This is an optimization exercise on Yosys and OpenROAD, whose aim is small area, not a production implementation.
At most, simulation tests tie the RTL to the original design; equivalence was not proved.
No functional check of the RTL was part of runs 2 and 3.
Power figures rest on the tool's default switching activity, not on a simulated workload.

### design.v
package register_bank_pkg;
  localparam int DEFAULT_DATA_WIDTH = 32;
  localparam int DEFAULT_ADDR_WIDTH = 5;
  localparam int ZERO_REG           = 0;
  localparam int DEFAULT_SP_INDEX   = 2;
  localparam int DEFAULT_SP_RESET   = 252;
endpackage
module reg_scoreboard
#(
  parameter  int ADDR_WIDTH = register_bank_pkg::DEFAULT_ADDR_WIDTH
) (
  input  logic                     clock,
  input  logic [2**ADDR_WIDTH-1:0] clear,
  input  logic [2**ADDR_WIDTH-1:0] set,
  output logic [2**ADDR_WIDTH-1:0] busy,
  output logic                     conflict
);
  localparam int NUM_REGS = 2 ** ADDR_WIDTH;
  logic [NUM_REGS-1:0] held;
  logic                hit;
  assign held    = busy & ~clear;
  assign busy[0] = 1'b0;
  rb_andor33 u_conflict (
    .s ({2'b00, set[NUM_REGS-1:1]}),
    .d ({2'b00, held[NUM_REGS-1:1]}),
    .y (hit)
  );
  always_ff @(posedge clock) begin
    busy[NUM_REGS-1:1] <= set[NUM_REGS-1:1] | held[NUM_REGS-1:1];
    conflict           <= hit;
  end
endmodule
module register_bank
#(
  parameter  int DATA_WIDTH = register_bank_pkg::DEFAULT_DATA_WIDTH,
  parameter  int ADDR_WIDTH = register_bank_pkg::DEFAULT_ADDR_WIDTH,
  parameter  int SP_INDEX   = register_bank_pkg::DEFAULT_SP_INDEX,
  parameter  int SP_RESET   = register_bank_pkg::DEFAULT_SP_RESET
) (
  input  logic                  clock,
  input  logic                  reset,
  input  logic [ADDR_WIDTH-1:0] rs1,
  input  logic [ADDR_WIDTH-1:0] rs2,
  input  logic                  readEnable,
  output logic [DATA_WIDTH-1:0] outRS1,
  output logic [DATA_WIDTH-1:0] outRS2,
  output logic                  busyRS1,
  output logic                  busyRS2,
  input  logic [ADDR_WIDTH-1:0] rsWrite,
  input  logic [DATA_WIDTH-1:0] dataWrite,
  input  logic                  rWrite,
  input  logic                  reserve,
  input  logic [ADDR_WIDTH-1:0] rsReserve,
  output logic                  reserveConflict
);
  localparam int NUM_REGS = 2 ** ADDR_WIDTH;
  localparam int NSEL     = NUM_REGS + 1;
  localparam int BYP      = NUM_REGS - 1;
  localparam int HOLD     = NUM_REGS;
  localparam logic [DATA_WIDTH-1:0] SP_VALUE = DATA_WIDTH'(SP_RESET);
  logic [DATA_WIDTH-1:0] regs [1:NUM_REGS-1];
  logic [NUM_REGS-1:0]   busy;
  logic                  write_hit;
  logic [NUM_REGS-1:0]   wr_en;
  logic [NUM_REGS-1:0]   res_en;
  logic [DATA_WIDTH-1:0] wdata;
  logic [DATA_WIDTH-1:0] wdata_sp;
  logic                  byp1;
  logic                  byp2;
  logic                  rd1;
  logic                  rd2;
  logic [NSEL-1:0]       sel1;
  logic [NSEL-1:0]       sel2;
  logic [DATA_WIDTH-1:0] port1;
  logic [DATA_WIDTH-1:0] port2;
  logic                  pbusy1;
  logic                  pbusy2;
  assign write_hit = rWrite && (rsWrite != ADDR_WIDTH'(register_bank_pkg::ZERO_REG));
  logic [7:0] w_hi;
  logic [3:0] w_lo;
  always_comb begin
    for (int k = 0; k < 8; k++) begin
      w_hi[k] = reset || (rsWrite[4:2] == 3'(k));
    end
    for (int j = 0; j < 4; j++) begin
      w_lo[j] = reset || (rWrite && (rsWrite[1:0] == 2'(j)));
    end
    for (int i = 0; i < NUM_REGS; i++) begin
      res_en[i] = !reset && reserve && (i != register_bank_pkg::ZERO_REG) &&
                  (rsReserve == ADDR_WIDTH'(i));
    end
  end
  assign wr_en[0] = 1'b0;
  for (genvar i = 1; i < NUM_REGS; i++) begin : g_wr_en
    rb_and2 u_wr_en (.a(w_hi[i / 4]), .b(w_lo[i % 4]), .y(wr_en[i]));
  end
  reg_scoreboard #(
    .ADDR_WIDTH (ADDR_WIDTH)
  ) u_scoreboard (
    .clock    (clock),
    .clear    (wr_en),
    .set      (res_en),
    .busy     (busy),
    .conflict (reserveConflict)
  );
  for (genvar b = 0; b < DATA_WIDTH; b++) begin : g_wdata
    rb_and2 u_wdata (.a(!reset), .b(dataWrite[b]), .y(wdata[b]));
  end
  assign wdata_sp = reset ? SP_VALUE : dataWrite;
  always_ff @(posedge clock) begin
    for (int i = 1; i < NUM_REGS; i++) begin
      if (wr_en[i]) begin
        regs[i] <= (i == SP_INDEX) ? wdata_sp : wdata;
      end
    end
  end
  assign rd1  = readEnable && !reset;
  assign rd2  = readEnable && !reset;
  assign byp1 = write_hit && (rs1 == rsWrite);
  assign byp2 = write_hit && (rs2 == rsWrite);
  logic [7:0] r1_hi, r2_hi;
  logic [3:0] r1_lo, r2_lo;
  always_comb begin
    for (int k = 0; k < 8; k++) begin
      r1_hi[k] = (rs1[4:2] == 3'(k));
      r2_hi[k] = (rs2[4:2] == 3'(k));
    end
    for (int j = 0; j < 4; j++) begin
      r1_lo[j] = rd1 && !byp1 && (rs1[1:0] == 2'(j));
      r2_lo[j] = rd2 && !byp2 && (rs2[1:0] == 2'(j));
    end
  end
  for (genvar i = 1; i < NUM_REGS; i++) begin : g_sel
    rb_and2 u_sel1 (.a(r1_hi[i / 4]), .b(r1_lo[i % 4]), .y(sel1[i-1]));
    rb_and2 u_sel2 (.a(r2_hi[i / 4]), .b(r2_lo[i % 4]), .y(sel2[i-1]));
  end
  rb_and2 u_byp1  (.a(rd1), .b(byp1), .y(sel1[BYP]));
  rb_and2 u_byp2  (.a(rd2), .b(byp2), .y(sel2[BYP]));
  rb_and2 u_hold1 (.a(!readEnable), .b(!reset), .y(sel1[HOLD]));
  rb_and2 u_hold2 (.a(!readEnable), .b(!reset), .y(sel2[HOLD]));
  for (genvar b = 0; b < DATA_WIDTH; b++) begin : g_bit
    logic [NSEL-1:0] d1;
    logic [NSEL-1:0] d2;
    for (genvar i = 1; i < NUM_REGS; i++) begin : g_reg
      assign d1[i-1] = regs[i][b];
      assign d2[i-1] = regs[i][b];
    end
    assign d1[BYP]  = dataWrite[b];
    assign d2[BYP]  = dataWrite[b];
    assign d1[HOLD] = outRS1[b];
    assign d2[HOLD] = outRS2[b];
    rb_andor33 u_rd1 (.s(sel1), .d(d1), .y(port1[b]));
    rb_andor33 u_rd2 (.s(sel2), .d(d2), .y(port2[b]));
  end
  rb_andor33 u_bsy1 (.s(sel1), .d({busyRS1, 1'b0, busy[NUM_REGS-1:1]}), .y(pbusy1));
  rb_andor33 u_bsy2 (.s(sel2), .d({busyRS2, 1'b0, busy[NUM_REGS-1:1]}), .y(pbusy2));
  always_ff @(posedge clock) begin
    outRS1  <= port1;
    outRS2  <= port2;
    busyRS1 <= pbusy1;
    busyRS2 <= pbusy2;
  end
endmodule
module rb_andor33 (
  input  logic [32:0] s,
  input  logic [32:0] d,
  output logic        y
);
  logic [10:0] t;
  for (genvar g = 0; g < 11; g++) begin : g_aoi
    rb_aoi222 u_aoi (
      .a0(s[3*g]),   .b0(d[3*g]),
      .a1(s[3*g+1]), .b1(d[3*g+1]),
      .a2(s[3*g+2]), .b2(d[3*g+2]),
      .y (t[g])
    );
  end
  rb_nand11 u_nand (.a(t), .y(y));
endmodule
module rb_aoi222 (
  input  logic a0, b0, a1, b1, a2, b2,
  output logic y
);
  assign y = !((a0 && b0) || (a1 && b1) || (a2 && b2));
endmodule
module rb_nand11 (
  input  logic [10:0] a,
  output logic        y
);
  assign y = !(&a);
endmodule
module rb_and2 (
  input  logic a,
  input  logic b,
  output logic y
);
  assign y = a && b;
endmodule
### run.sh
#!/bin/bash
# synth_recipe.tcl (not shown) runs the flow's synth.tcl, then flattens the netlist and writes it again
# the make line also repeats each setting of config.mk as NAME=value (left out here)
make -C /OpenROAD-flow-scripts/flow DESIGN_CONFIG=/design/flow/config.mk WORK_HOME=/design/flow/orfs CLKGATE_MAP_FILE= SYNTH_SCRIPT=/design/flow/synth_recipe.tcl finish
### config.mk
export PLATFORM = sky130hd
export DESIGN_NAME = register_bank
export DESIGN_NICKNAME = register_bank
export VERILOG_FILES = /design/flow/design.v
export SDC_FILE = /design/flow/constraint.sdc
export NUM_CORES = 4
export LEC_CHECK = 0
export CAP_MARGIN = 20
export CORE_MARGIN = 2
export CORE_UTILIZATION = 60
export CTS_BUF_LIST = sky130_fd_sc_hd__clkbuf_16
export CTS_CLUSTER_DIAMETER = 80
export CTS_CLUSTER_SIZE = 25
export SLEW_MARGIN = 20
export SYNTH_HIERARCHICAL = 1
export SYNTH_MINIMUM_KEEP_SIZE = 0
### constraint.sdc
create_clock -name core_clock -period 4.0 [get_ports {clock}]
set_input_delay 0.8000 -clock core_clock [delete_from_list [all_inputs] [get_ports {clock}]]
set_output_delay 0.8000 -clock core_clock [all_outputs]
set_load 0.01 [all_outputs]
==> impl_metrics.yaml, run 1 <==
place:
  routabilityCongestion: 0.947
  place_ws_ns: -0.151
  dpl.cell_count: 3707
  dpl_cell_area_sq_um: 47600
  portBuffers: 123
  dp_hpwl_um: 96400
pwr:
  share_comb_of_total_power: 0.079
  clockPowerShare: 0.267
  intPower_w: 0.0165
  ir_drop_mv: 0.386
  seq_power_share: 0.654
  p_per_area_nw_per_um2: 444
  total_leakage_power_nw: 15.7
  switching_share: 0.243
  power_switching_w: 0.00531
finish:
  areaGrowthSynthToFinish_pct: 13.2
  final_common_cell: "edfxtp_1"
  fin_cells: 3801
  fin_area_sq_um: 49200
  drive_gt1_frac: 0.120
  register_area_sq_um: 31800
  n_fill_cell: 4798
  layout_common_cells: "edfxtp_1 (992), a222oi_1 (737), nand4_1 (134), buf_4 (132), clkdlybuf4s50_1 (122)"
  finalNetCount: 2867
  multi_input_area_sq_um: 11400
sta:
  max_slew_margin: 0.137
  skew_ns: 0.0469
  worstMarginPinSlew_ns: 1.29
  slew_violations: 0
  period_minus_slack_ns: 3.62
  rsz0062_at_grt: "no"
  fin_ws_ns: 0.376
  fmax_mhz: 276
  setup_viol_count_final: 0
  finalHoldViolCount: 0
  fin_crit_sh: 0.906
synth:
  synth_area_sq_um: 43400
  synth_area_per_cell_sq_um: 17.4
  yosys_warnings: 9
  syn_inst: 2493
global_routing:
  grt_usage: 0.436
  antenna_found_initial: 7
  grt_pass1_vias: 32000
  grt_pass1_wl_um: 227000
  grt.overflow.total: 0
  grt_max_degree: 34
drt:
  first_iter_violations: 9122
  ant_nets: 0
  drt_pass1_iterations: 14
  wirelength_um: 166000
  wl_per_cell_um: 43.8
  vias: 33000
  via_per_inst: 8.68
  drc: 0
setup_path:
  crit_required_ns: 4.56
  startpoint: "rsWrite[2]"
  start_kind: "primary input"
  slowest_stage: "clkdlybuf4s50_1"
  worstReg2RegStart: "regs[28][18]"
  critPathArrivalTime_ns: 4.19
  path_cells: "clkdlybuf4s50_1 -> xor2_1 -> a211oi_4 -> a21oi_1 -> and2_1 -> buf_12 -> a222oi_1 -> nand3_1 -> or3_1"
  worst-path-max-fanout: 26
  path_class: "in2reg"
  worst_path_largest_cell_delay_ns: 0.62
  r2r_setup_slack_ns: 2.09
  crit_buf_inv: 2
  end_kind: "flip-flop"
  crit_family: "simple AND/OR/NAND/NOR gates"
floorplanning:
  initial_utilization: 0.606
  core_sq_um: 71600
  die_h_um: 273
  num_rows: 98
  die_w_um: 273
  die-area_sq_um: 74500
  io_pins: 124
run:
  cap_violations: 0
clock_tree:
  ctsResizeCount: 0
  htreeDepth: 2
  post_cts_buffers: 0
  cts-buffers-inserted: 50
  clock-sinks: 1090
  clk_path_buf_depth: 3
  clock_latency_ns: 0.68
  cts-root-buf: "clkbuf_16"
  ctsHoldBuffers: 0
  cts_tree: "done"
  clk_pin_slew_ns: 0.10
hold_path:
  hold_start: "regs[11][2]"
  hp-class: "reg2reg"
status:
  status: "timing/DRC/antenna clean"
-- worst register-to-register path, delay by kind of cell, from the launching register on --
| kind | cells | cell delay, ns |
|---|---|---|
| flip-flops | 1 | 0.41 |
| AND/OR/NAND/NOR | 2 | 0.68 |
| AO/OA/AOI/OAI | 1 | 0.43 |
| buffers and inverters | 1 | 0.27 |
-- registers in the layout (all words and copies together), names as in the netlist --
name,flops
outRS1,32
u_scoreboard.busy,31
u_scoreboard.conflict,1
outRS2,32
regs,992
busyRS1,1
busyRS2,1
-- power by group through the flow --
| stage | Clock [W] | Sequential, W | Combinational [W] |
|---|---|---|---|
| after global routing | 0.00621 | 0.0144 | 0.00173 |
| after floorplan | 0 | 0.0143 | 0.000747 |
| after detailed placement | 0 | 0.0145 | 0.00163 |
| final | 0.00583 | 0.0143 | 0.00172 |
| after CTS | 0.00583 | 0.0142 | 0.00163 |
| after global placement | 0 | 0.0144 | 0.00161 |
-- through the flow --
step / hold slack, ns / setup TNS (ns) / total power (W) / utilization
final: 0.586 / 0 / 0.0218 / 0.686
after CTS: 0.581 / 0 / 0.0217 / 0.686
after floorplan: 0.544 / 0 / 0.0150 / -
after global placement: 0.560 / -0.573 / 0.0160 / 0.665
after global routing: 0.618 / 0 / 0.0223 / 0.686
after detailed placement: 0.565 / -1.15 / 0.0161 / 0.665
-- cell type report --
type	count	area share
tap	950	0.0242
timing repair buffer	311	0.0678
clock inverter	39	0.00397
clock buffer	51	0.0260
inverter	4	0.000305
antenna	3	0.000153
sequential	1090	0.646
multi-input combinational	1353	0.232
-- layer usage --
| metal | GRT usage | up-vias | wire [um] |
|---|---|---|---|
| met1 | 0.571 | 16200 | 54000 |
| met5 | 0.0141 | - | 280 |
| met2 | 0.633 | 3618 | 70700 |
| met3 | 0.188 | 662 | 32300 |
| li1 | - | 12500 | - |
| met4 | 0.200 | 6 | 9110 |
-- worst paths after layout --
kind	cells past startpoint	end
worst min-delay path	3	outRS2[2]
worst max register to register	4	outRS1[18]
worst min register to register	3	outRS2[2]
worst max-delay path	9	outRS1[24]
==> run 2: changes to the inputs <==
--- a/design.v
+++ b/design.v
@@ -76,23 +76,12 @@
   logic                  pbusy1;
   logic                  pbusy2;
   assign write_hit = rWrite && (rsWrite != ADDR_WIDTH'(register_bank_pkg::ZERO_REG));
-  logic [7:0] w_hi;
-  logic [3:0] w_lo;
   always_comb begin
-    for (int k = 0; k < 8; k++) begin
-      w_hi[k] = reset || (rsWrite[4:2] == 3'(k));
-    end
-    for (int j = 0; j < 4; j++) begin
-      w_lo[j] = reset || (rWrite && (rsWrite[1:0] == 2'(j)));
-    end
     for (int i = 0; i < NUM_REGS; i++) begin
+      wr_en[i]  = reset || (rWrite && (rsWrite == ADDR_WIDTH'(i)));
       res_en[i] = !reset && reserve && (i != register_bank_pkg::ZERO_REG) &&
                   (rsReserve == ADDR_WIDTH'(i));
     end
-  end
-  assign wr_en[0] = 1'b0;
-  for (genvar i = 1; i < NUM_REGS; i++) begin : g_wr_en
-    rb_and2 u_wr_en (.a(w_hi[i / 4]), .b(w_lo[i % 4]), .y(wr_en[i]));
   end
   reg_scoreboard #(
     .ADDR_WIDTH (ADDR_WIDTH)
@@ -103,9 +92,7 @@
     .busy     (busy),
     .conflict (reserveConflict)
   );
-  for (genvar b = 0; b < DATA_WIDTH; b++) begin : g_wdata
-    rb_and2 u_wdata (.a(!reset), .b(dataWrite[b]), .y(wdata[b]));
-  end
+  assign wdata    = reset ? '0 : dataWrite;
   assign wdata_sp = reset ? SP_VALUE : dataWrite;
   always_ff @(posedge clock) begin
     for (int i = 1; i < NUM_REGS; i++) begin
@@ -118,26 +105,16 @@
   assign rd2  = readEnable && !reset;
   assign byp1 = write_hit && (rs1 == rsWrite);
   assign byp2 = write_hit && (rs2 == rsWrite);
-  logic [7:0] r1_hi, r2_hi;
-  logic [3:0] r1_lo, r2_lo;
   always_comb begin
-    for (int k = 0; k < 8; k++) begin
-      r1_hi[k] = (rs1[4:2] == 3'(k));
-      r2_hi[k] = (rs2[4:2] == 3'(k));
+    for (int i = 1; i < NUM_REGS; i++) begin
+      sel1[i-1] = rd1 && !byp1 && (rs1 == ADDR_WIDTH'(i));
+      sel2[i-1] = rd2 && !byp2 && (rs2 == ADDR_WIDTH'(i));
     end
-    for (int j = 0; j < 4; j++) begin
-      r1_lo[j] = rd1 && !byp1 && (rs1[1:0] == 2'(j));
-      r2_lo[j] = rd2 && !byp2 && (rs2[1:0] == 2'(j));
-    end
+    sel1[BYP]  = rd1 && byp1;
+    sel2[BYP]  = rd2 && byp2;
+    sel1[HOLD] = !readEnable && !reset;
+    sel2[HOLD] = !readEnable && !reset;
   end
-  for (genvar i = 1; i < NUM_REGS; i++) begin : g_sel
-    rb_and2 u_sel1 (.a(r1_hi[i / 4]), .b(r1_lo[i % 4]), .y(sel1[i-1]));
-    rb_and2 u_sel2 (.a(r2_hi[i / 4]), .b(r2_lo[i % 4]), .y(sel2[i-1]));
-  end
-  rb_and2 u_byp1  (.a(rd1), .b(byp1), .y(sel1[BYP]));
-  rb_and2 u_byp2  (.a(rd2), .b(byp2), .y(sel2[BYP]));
-  rb_and2 u_hold1 (.a(!readEnable), .b(!reset), .y(sel1[HOLD]));
-  rb_and2 u_hold2 (.a(!readEnable), .b(!reset), .y(sel2[HOLD]));
   for (genvar b = 0; b < DATA_WIDTH; b++) begin : g_bit
     logic [NSEL-1:0] d1;
     logic [NSEL-1:0] d2;
@@ -189,10 +166,3 @@
 );
   assign y = !(&a);
 endmodule
-module rb_and2 (
-  input  logic a,
-  input  logic b,
-  output logic y
-);
-  assign y = a && b;
-endmodule
--- a/config.mk
+++ b/config.mk
@@ -8,9 +8,7 @@
 export CAP_MARGIN = 20
 export CORE_MARGIN = 2
 export CORE_UTILIZATION = 60
-export CTS_BUF_LIST = sky130_fd_sc_hd__clkbuf_16
-export CTS_CLUSTER_DIAMETER = 80
-export CTS_CLUSTER_SIZE = 25
+export CTS_BUF_LIST = sky130_fd_sc_hd__clkbuf_4 sky130_fd_sc_hd__clkbuf_8
 export SLEW_MARGIN = 20
 export SYNTH_HIERARCHICAL = 1
 export SYNTH_MINIMUM_KEEP_SIZE = 0
==> run 2 against run 1 <==
  * Register-to-register slack got worse by 0.06 ns
  * Worst setup slack got worse by 0.12 ns
  * Hold slack improved by 0.019 ns
  * Critical endpoint is now outRS1[1]
  * Highest routed layer unchanged
  * Clock skew decreased by 0.0011 ns
  * Largest cell class unchanged
  * Sequential power about the same
  * Critical path depth increased by 4
  * Combinational power decreased by 7%
  * Still clean on timing, DRC and antenna
==> impl_metrics.yaml, run 2 <==
status:
  status: "timing/DRC/antenna clean"
setup_path:
  end_kind: "flip-flop"
  slowest_stage: "clkdlybuf4s50_1"
  cp.depth: 13
  crit_family: "buffers and inverters"
  path_class: "in2reg"
  worst_path_largest_cell_delay_ns: 0.68
  r2r_cells: 3
  crit_required_ns: 4.71
  critPathArrivalTime_ns: 4.46
  worst-path-max-fanout: 16
  start_kind: "primary input"
  crit_buf_inv: 6
  path_cells: "clkdlybuf4s50_1 -> buf_4 -> xnor2_1 -> nand3_1 -> nor4_4 -> buf_12 -> buf_4 -> nor3_4 -> buf_8 -> buf_12 -> a222oi_1 -> nand4_1 -> or3_1"
clock_tree:
  clock-sinks: 1090
  clk_path_buf_depth: 3
  cts-buffers-inserted: 170
  ctsResizeCount: 0
  ctsHoldBuffers: 0
  post_cts_buffers: 0
  htreeDepth: 4
  clk_pin_slew_ns: 0.06
  cts_tree: "done"
  cts-root-buf: "clkbuf_8"
  clock_latency_ns: 0.87
sta:
  setup_viol_count_final: 0
  skew_ns: 0.0458
  fin_crit_sh: 0.935
  fmax_mhz: 267
  whs_ns: 0.606
  worstMarginPinSlew_ns: 1.23
  rsz0062_at_grt: "no"
  period_minus_slack_ns: 3.74
  max_slew_margin: 0.179
  slew_violations: 0
  finalHoldViolCount: 0
  tns_ns: 0
floorplanning:
  die_h_um: 273
  die_w_um: 273
  core_sq_um: 71500
  die-area_sq_um: 74500
  initial_utilization: 0.607
  io_pins: 124
  num_rows: 98
place:
  routabilityCongestion: 0.961
  portBuffers: 123
  dp_hpwl_um: 112000
  dpl.cell_count: 3895
finish:
  drive_gt1_frac: 0.250
  areaGrowthSynthToFinish_pct: 24.8
  final_common_cell: "edfxtp_1"
  largest-register: "regs"
  reg.largest.list: "regs x992, outRS1 x32, outRS2 x32"
  finalNetCount: 3181
  largest_reg_flops: 992
  layout_common_cells: "edfxtp_1 (992), a222oi_1 (737), buf_4 (278), clkbuf_8 (181), nand4_1 (135)"
  fin_cells: 4221
hold_path:
  holdPathStages: 3
  hp-class: "reg2reg"
drt:
  vias: 34900
  ant_nets: 0
  first_iter_violations: 9388
  wl_per_cell_um: 40.6
  drt_pass1_iterations: 14
  wirelength_um: 171000
  via_per_inst: 8.26
  drc: 0
pwr:
  ir_drop_mv: 0.356
  total_leakage_power_nw: 18.3
  p_per_area_nw_per_um2: 469
global_routing:
  grt.overflow.total: 0
  gr-usage-met1: 0.562
  grt_pass1_wl_um: 238000
  antenna_found_initial: 12
  grt_pass1_vias: 34200
  grt_max_degree: 99
  grt_use_met2: 0.680
  gr-max-usage-layer: "met2"
  grt_usage: 0.454
  grt_use_met3: 0.167
synth:
  yosys_warnings: 9
  synth_area_per_cell_sq_um: 17.3
  synth_area_sq_um: 43400
  syn_inst: 2501
run:
  cap_violations: 0
## run 2: cell type report
type / instances / area, sq um
Sequential cell: 1090 / 31800
Fill cell: 4236 / 17300
Multi-Input combinational cell: 1346 / 12200
Timing Repair Buffer: 514 / 5460
Clock buffer: 248 / 2990
Tap cell: 950 / 1190
Clock inverter: 68 / 542
Inverter: 2 / 7.51
Antenna cell: 3 / 7.51
## run 2: stage by stage
step / util / cell area [sq um] / power, W / setup WS, ns
after floorplan: - / 43700 / 0.0148 / 0.00958
after global placement: 0.704 / 50300 / 0.0157 / -0.649
after detailed placement: 0.707 / 50500 / 0.0159 / -0.466
after CTS: 0.756 / 54000 / 0.0253 / 0.421
after global routing: 0.757 / 54100 / 0.0260 / 0.259
final: 0.757 / 54100 / 0.0254 / 0.258
## run 2: report_power, final
part           internal, W  switching (W)  total (W)
combinational     0.000538        0.00107    0.00160
sequential          0.0135       0.000606     0.0141
clock              0.00523        0.00443    0.00966
total               0.0193        0.00610     0.0254
## run 2: worst reg2reg max path, cell delays in order (launching register included)
cell and delay (ns):
edfxtp_1 0.42, a222oi_1 0.40, nand4_1 0.51, or3_1 0.52
## run 2: path summary, 6_finish.rpt
path,startpoint,to,slack (ns)
max,rsWrite[4],outRS1[1],0.26
min,regs[26][29],outRS1[29],0.61
max reg2reg,regs[7][1],outRS1[1],2.03
min reg2reg,regs[26][29],outRS1[29],0.61
## run 2: metal layers
metal,part of all wire,vias to the layer above
li1,-,13400
met1,0.31,16900
met2,0.44,3649
met3,0.17,850
met4,0.073,16
met5,0.0015,-
==> run 3: changes to the inputs <==
--- a/design.v
+++ b/design.v
@@ -9,25 +9,33 @@
 #(
   parameter  int ADDR_WIDTH = register_bank_pkg::DEFAULT_ADDR_WIDTH
 ) (
-  input  logic                     clock,
-  input  logic [2**ADDR_WIDTH-1:0] clear,
-  input  logic [2**ADDR_WIDTH-1:0] set,
+  input  logic                  clock,
+  input  logic                  reset,
+  input  logic                  write_en,
+  input  logic [ADDR_WIDTH-1:0] write_index,
+  input  logic                  reserve_en,
+  input  logic [ADDR_WIDTH-1:0] reserve_index,
   output logic [2**ADDR_WIDTH-1:0] busy,
-  output logic                     conflict
+  output logic                  conflict
 );
-  localparam int NUM_REGS = 2 ** ADDR_WIDTH;
-  logic [NUM_REGS-1:0] held;
-  logic                hit;
-  assign held    = busy & ~clear;
-  assign busy[0] = 1'b0;
-  rb_andor33 u_conflict (
-    .s ({2'b00, set[NUM_REGS-1:1]}),
-    .d ({2'b00, held[NUM_REGS-1:1]}),
-    .y (hit)
-  );
+  logic write_hit;
+  logic reserve_hit;
+  assign write_hit   = write_en   && (write_index   != ADDR_WIDTH'(register_bank_pkg::ZERO_REG));
+  assign reserve_hit = reserve_en && (reserve_index != ADDR_WIDTH'(register_bank_pkg::ZERO_REG));
   always_ff @(posedge clock) begin
-    busy[NUM_REGS-1:1] <= set[NUM_REGS-1:1] | held[NUM_REGS-1:1];
-    conflict           <= hit;
+    if (reset) begin
+      busy     <= '0;
+      conflict <= 1'b0;
+    end else begin
+      conflict <= reserve_hit && busy[reserve_index] &&
+                  !(write_hit && (write_index == reserve_index));
+      if (write_hit) begin
+        busy[write_index] <= 1'b0;
+      end
+      if (reserve_hit) begin
+        busy[reserve_index] <= 1'b1;
+      end
+    end
   end
 endmodule
 module register_bank
@@ -62,7 +70,6 @@
   logic [NUM_REGS-1:0]   busy;
   logic                  write_hit;
   logic [NUM_REGS-1:0]   wr_en;
-  logic [NUM_REGS-1:0]   res_en;
   logic [DATA_WIDTH-1:0] wdata;
   logic [DATA_WIDTH-1:0] wdata_sp;
   logic                  byp1;
@@ -76,24 +83,25 @@
   logic                  pbusy1;
   logic                  pbusy2;
   assign write_hit = rWrite && (rsWrite != ADDR_WIDTH'(register_bank_pkg::ZERO_REG));
-  always_comb begin
-    for (int i = 0; i < NUM_REGS; i++) begin
-      wr_en[i]  = reset || (rWrite && (rsWrite == ADDR_WIDTH'(i)));
-      res_en[i] = !reset && reserve && (i != register_bank_pkg::ZERO_REG) &&
-                  (rsReserve == ADDR_WIDTH'(i));
-    end
-  end
   reg_scoreboard #(
     .ADDR_WIDTH (ADDR_WIDTH)
   ) u_scoreboard (
-    .clock    (clock),
-    .clear    (wr_en),
-    .set      (res_en),
-    .busy     (busy),
-    .conflict (reserveConflict)
+    .clock         (clock),
+    .reset         (reset),
+    .write_en      (rWrite),
+    .write_index   (rsWrite),
+    .reserve_en    (reserve),
+    .reserve_index (rsReserve),
+    .busy          (busy),
+    .conflict      (reserveConflict)
   );
   assign wdata    = reset ? '0 : dataWrite;
   assign wdata_sp = reset ? SP_VALUE : dataWrite;
+  always_comb begin
+    for (int i = 0; i < NUM_REGS; i++) begin
+      wr_en[i] = reset || (rWrite && (rsWrite == ADDR_WIDTH'(i)));
+    end
+  end
   always_ff @(posedge clock) begin
     for (int i = 1; i < NUM_REGS; i++) begin
       if (wr_en[i]) begin
--- a/config.mk
+++ b/config.mk
@@ -7,8 +7,7 @@
 export LEC_CHECK = 0
 export CAP_MARGIN = 20
 export CORE_MARGIN = 2
-export CORE_UTILIZATION = 60
-export CTS_BUF_LIST = sky130_fd_sc_hd__clkbuf_4 sky130_fd_sc_hd__clkbuf_8
+export CORE_UTILIZATION = 40
 export SLEW_MARGIN = 20
 export SYNTH_HIERARCHICAL = 1
 export SYNTH_MINIMUM_KEEP_SIZE = 0
==> run 3 against run 2 <==
  * Non-clock buffer count grew 47
  * Sequential share of layout area decreased by 2.5 points
  * Area after synthesis grew 1.6%
  * Highest routed layer unchanged
  * Final cell count rose by 12%
  * Core utilization fell by 24 points
  * Via count grew 1.9%
  * Clock skew fell by 0.012 ns
  * Critical path depth is 3 lower
  * Count of clock-buffer cells in the layout fell by 88
  * Sequential cell count grew 1
==> impl_metrics.yaml, run 3 <==
synth:
  syn_inst: 2628
  yosys_warnings: 9
  async_flop_share: 0
  yosys-top-cells-count: "edfxtp_1 (992), a222oi_1 (726), nand4_1 (135), dfxtp_1 (99), nand3_1 (92)"
  synth_area_sq_um: 44100
  ys.flop_type: "edfxtp_1"
  synth_top_cell_area_share: 0.676
  synthMostInstantiatedCell: "edfxtp_1"
  synth_top_cell_by_area: "edfxtp_1"
  ys_seq_area_frac: 0.721
  synth.distinct_cells: 61
  synth.top_cells.by_area: "edfxtp_1 (68%), a222oi_1 (16%), dfxtp_1 (4.5%)"
  synth_area_per_cell_sq_um: 16.8
  synth_edf_count: 992
  synth-seq-cells: 1091
global_routing:
  grt_max_degree: 104
  grt_pass1_wl_um: 259000
  antenna_found_initial: 4
  grt.overflow.total: 0
  grt_usage: 0.324
  grt_pass1_vias: 34400
hold_path:
  hp-class: "reg2reg"
  holdPathStages: 2
finish:
  n_fill_cell: 8806
  fin_area_sq_um: 56600
  register_area_sq_um: 31800
  finalNetCount: 3275
  largest_reg_flops: 992
  drive_gt1_frac: 0.221
  areaGrowthSynthToFinish_pct: 28.4
  final_common_cell: "edfxtp_1"
  multi_input_area_sq_um: 12900
  fin_cells: 4724
  largest-register: "regs"
  layout_common_cells: "edfxtp_1 (992), a222oi_1 (726), buf_4 (281), buf_12 (156), nand4_1 (135)"
  final_util: 0.519
pwr:
  intPower_w: 0.0202
  switching_share: 0.237
  clockPowerShare: 0.394
  share_comb_of_total_power: 0.072
  ir_drop_mv: 0.362
  p_per_area_nw_per_um2: 468
  design_power_total_w: 0.0265
  seq_power_share: 0.533
  total_leakage_power_nw: 18.9
  power_switching_w: 0.00627
floorplanning:
  core_sq_um: 109000
  io_pins: 124
  die_w_um: 336
  initial_utilization: 0.404
  die-area_sq_um: 113000
  die_h_um: 336
  num_rows: 121
drt:
  vias: 35500
  drt_pass1_iterations: 13
  wirelength_um: 187000
  drc: 0
  ant_nets: 0
  first_iter_violations: 9411
  via_per_inst: 7.52
  wl_per_cell_um: 39.7
place:
  dp_hpwl_um: 122000
  portBuffers: 123
  dpl.cell_count: 4512
  dpl_cell_area_sq_um: 52900
  routabilityCongestion: 0.970
setup_path:
  end_kind: "flip-flop"
  crit_required_ns: 4.54
  r2r_cells: 3
  worst-path-max-fanout: 18
  start_kind: "primary input"
  critPathArrivalTime_ns: 4.33
  path_class: "in2reg"
sta:
  setup_viol_count_final: 0
  finalHoldViolCount: 0
  tns_ns: 0
  slew_violations: 0
  worstMarginPinSlew_ns: 1.27
  fmax_mhz: 264
  skew_ns: 0.0336
  fin_crit_sh: 0.948
  rsz0062_at_grt: "no"
  max_slew_margin: 0.150
  period_minus_slack_ns: 3.79
clock_tree:
  cts-buffers-inserted: 109
  clk_pin_slew_ns: 0.06
  cts-root-buf: "clkbuf_16"
  ctsResizeCount: 0
  htreeDepth: 3
  ctsHoldBuffers: 0
  clk_path_buf_depth: 3
  cts_tree: "done"
  post_cts_buffers: 0
  clock-sinks: 1091
  clock_latency_ns: 0.69
run:
  cap_violations: 0
status:
  status: "timing/DRC/antenna clean"
run 3: cell types whose count changed in the layout (fill, tap and decap cells not counted), moves of 41 or more:
cell and change:
buf_12 +61, clkbuf_8 -168, nor3_4 -41, clkbuf_16 +110, clkbuf_4 -68
run 3: cells by family (layout without fill, tap and decap cells):
| kind of cell | Yosys count | count (layout) | synth area share |
|---|---|---|---|
| DFF | 1091 | 1091 | 0.721 |
| AOI/OAI and AO/OA | 905 | 905 | 0.191 |
| and+or+nand+nor | 487 | 487 | 0.0649 |
| buffers and inverters | 101 | 779 | 0.0121 |
| xor gates and xnor gates | 19 | 19 | 0.00378 |
| muxes | 16 | 16 | 0.00537 |
| adders and majority gates | 8 | 8 | 0.00227 |
| other | 1 | 5 | 0.0000851 |
run 3: modules after synthesis (local to each module, per instance), a selection:
module / copies in the design / area, sq um / flops+latches / cells inside
rb_aoi222: 726 / 10.0 / 0 / 1
rb_nand11: 66 / 23.8 / 0 / 4
register_bank: 1 / 33200 / 1058 / 1390
run 3: per-layer routing:
layer | track usage | vias to the layer above | part of all wire
li1 | - | 13800 | -
met1 | 0.427 | 17700 | 0.35
met2 | 0.484 | 3481 | 0.43
met3 | 0.0832 | 573 | 0.15
met4 | 0.193 | 2 | 0.068
met5 | 0.00170 | - | 0.000069
run 3: worst paths after layout:
check / start / to / slack (ns)
setup reg to reg: regs[4][13] / outRS2[13] / 2.14
hold / removal: u_scoreboard.busy[0] / u_scoreboard.busy[0] / 0.51
hold reg to reg: u_scoreboard.busy[0] / u_scoreboard.busy[0] / 0.51
setup / recovery: rs1[3] / outRS1[12] / 0.21
run 3: final cells by class:
cell class              count  share of cell area
diodes                      3            0.000133
clock buffers             160              0.0543
clock inverters            48              0.0102
inverters                  10            0.000663
multi-input cells        1437               0.228
flip-flops and latches   1091               0.561
well taps                1414              0.0313
repair buffers            561               0.114
run 3: metrics by stage:
step / setup WS, ns / hold WS (ns)
global placement: -0.284 / 0.480
finish: 0.208 / 0.508
detailed placement: -0.294 / 0.492
floorplan: -0.352 / 0.456
CTS: 0.386 / 0.508
global route: 0.239 / 0.528
run 3: critical path, stage by stage:
cell and delay, ns:
clkdlybuf4s50_1 0.77, xor2_1 0.19, a2111oi_4 0.38, buf_12 0.23, buf_12 0.21, a21oi_4 0.18
buf_4 0.30, a222oi_1 0.55, nand4_1 0.25, or3_1 0.44
run 3: power groups by stage:
stage | Combinational (W) | Clock, W | Sequential, W
after CTS | 0.00188 | 0.0105 | 0.0141
after global placement | 0.00184 | 0 | 0.0143
final | 0.00191 | 0.0104 | 0.0141
after detailed placement | 0.00187 | 0 | 0.0143
after floorplan | 0.000748 | 0 | 0.0141
after global routing | 0.00197 | 0.0109 | 0.0142

[what the ideal ports hide]
How much do the figures lean on ideal ports? The routed layouts below were timed once more, with nothing changed but the port constraints. Step 1, drivers: a clkbuf_16 drives clock and a buf_2 each remaining input, both assumed. Step 2 moves the port delays by t, midway between the first and last clock arrival at a register: inputs arrive t later, outputs are due t later. That takes back most of the time a late clock gives input paths. Slacks: no drivers / after step 1 / after step 2; pairs: no drivers / after step 1.
run	t, ns	slack for setup (ns)	latest minus earliest clock arrival (ns)
run 1	0.726	0.376 / 0.419 / -0.307	0.054 / 0.054
run 2	0.900	0.258 / 0.292 / -0.608	0.054 / 0.054
run 3	0.749	0.208 / 0.247 / -0.502	0.042 / 0.042
With both steps, setup timing fails in every run listed, where it was met with ideal ports. For run 2, which loses most, drivers alone change the setup slack by +0.034 ns; drivers and shift together by -0.866 ns.
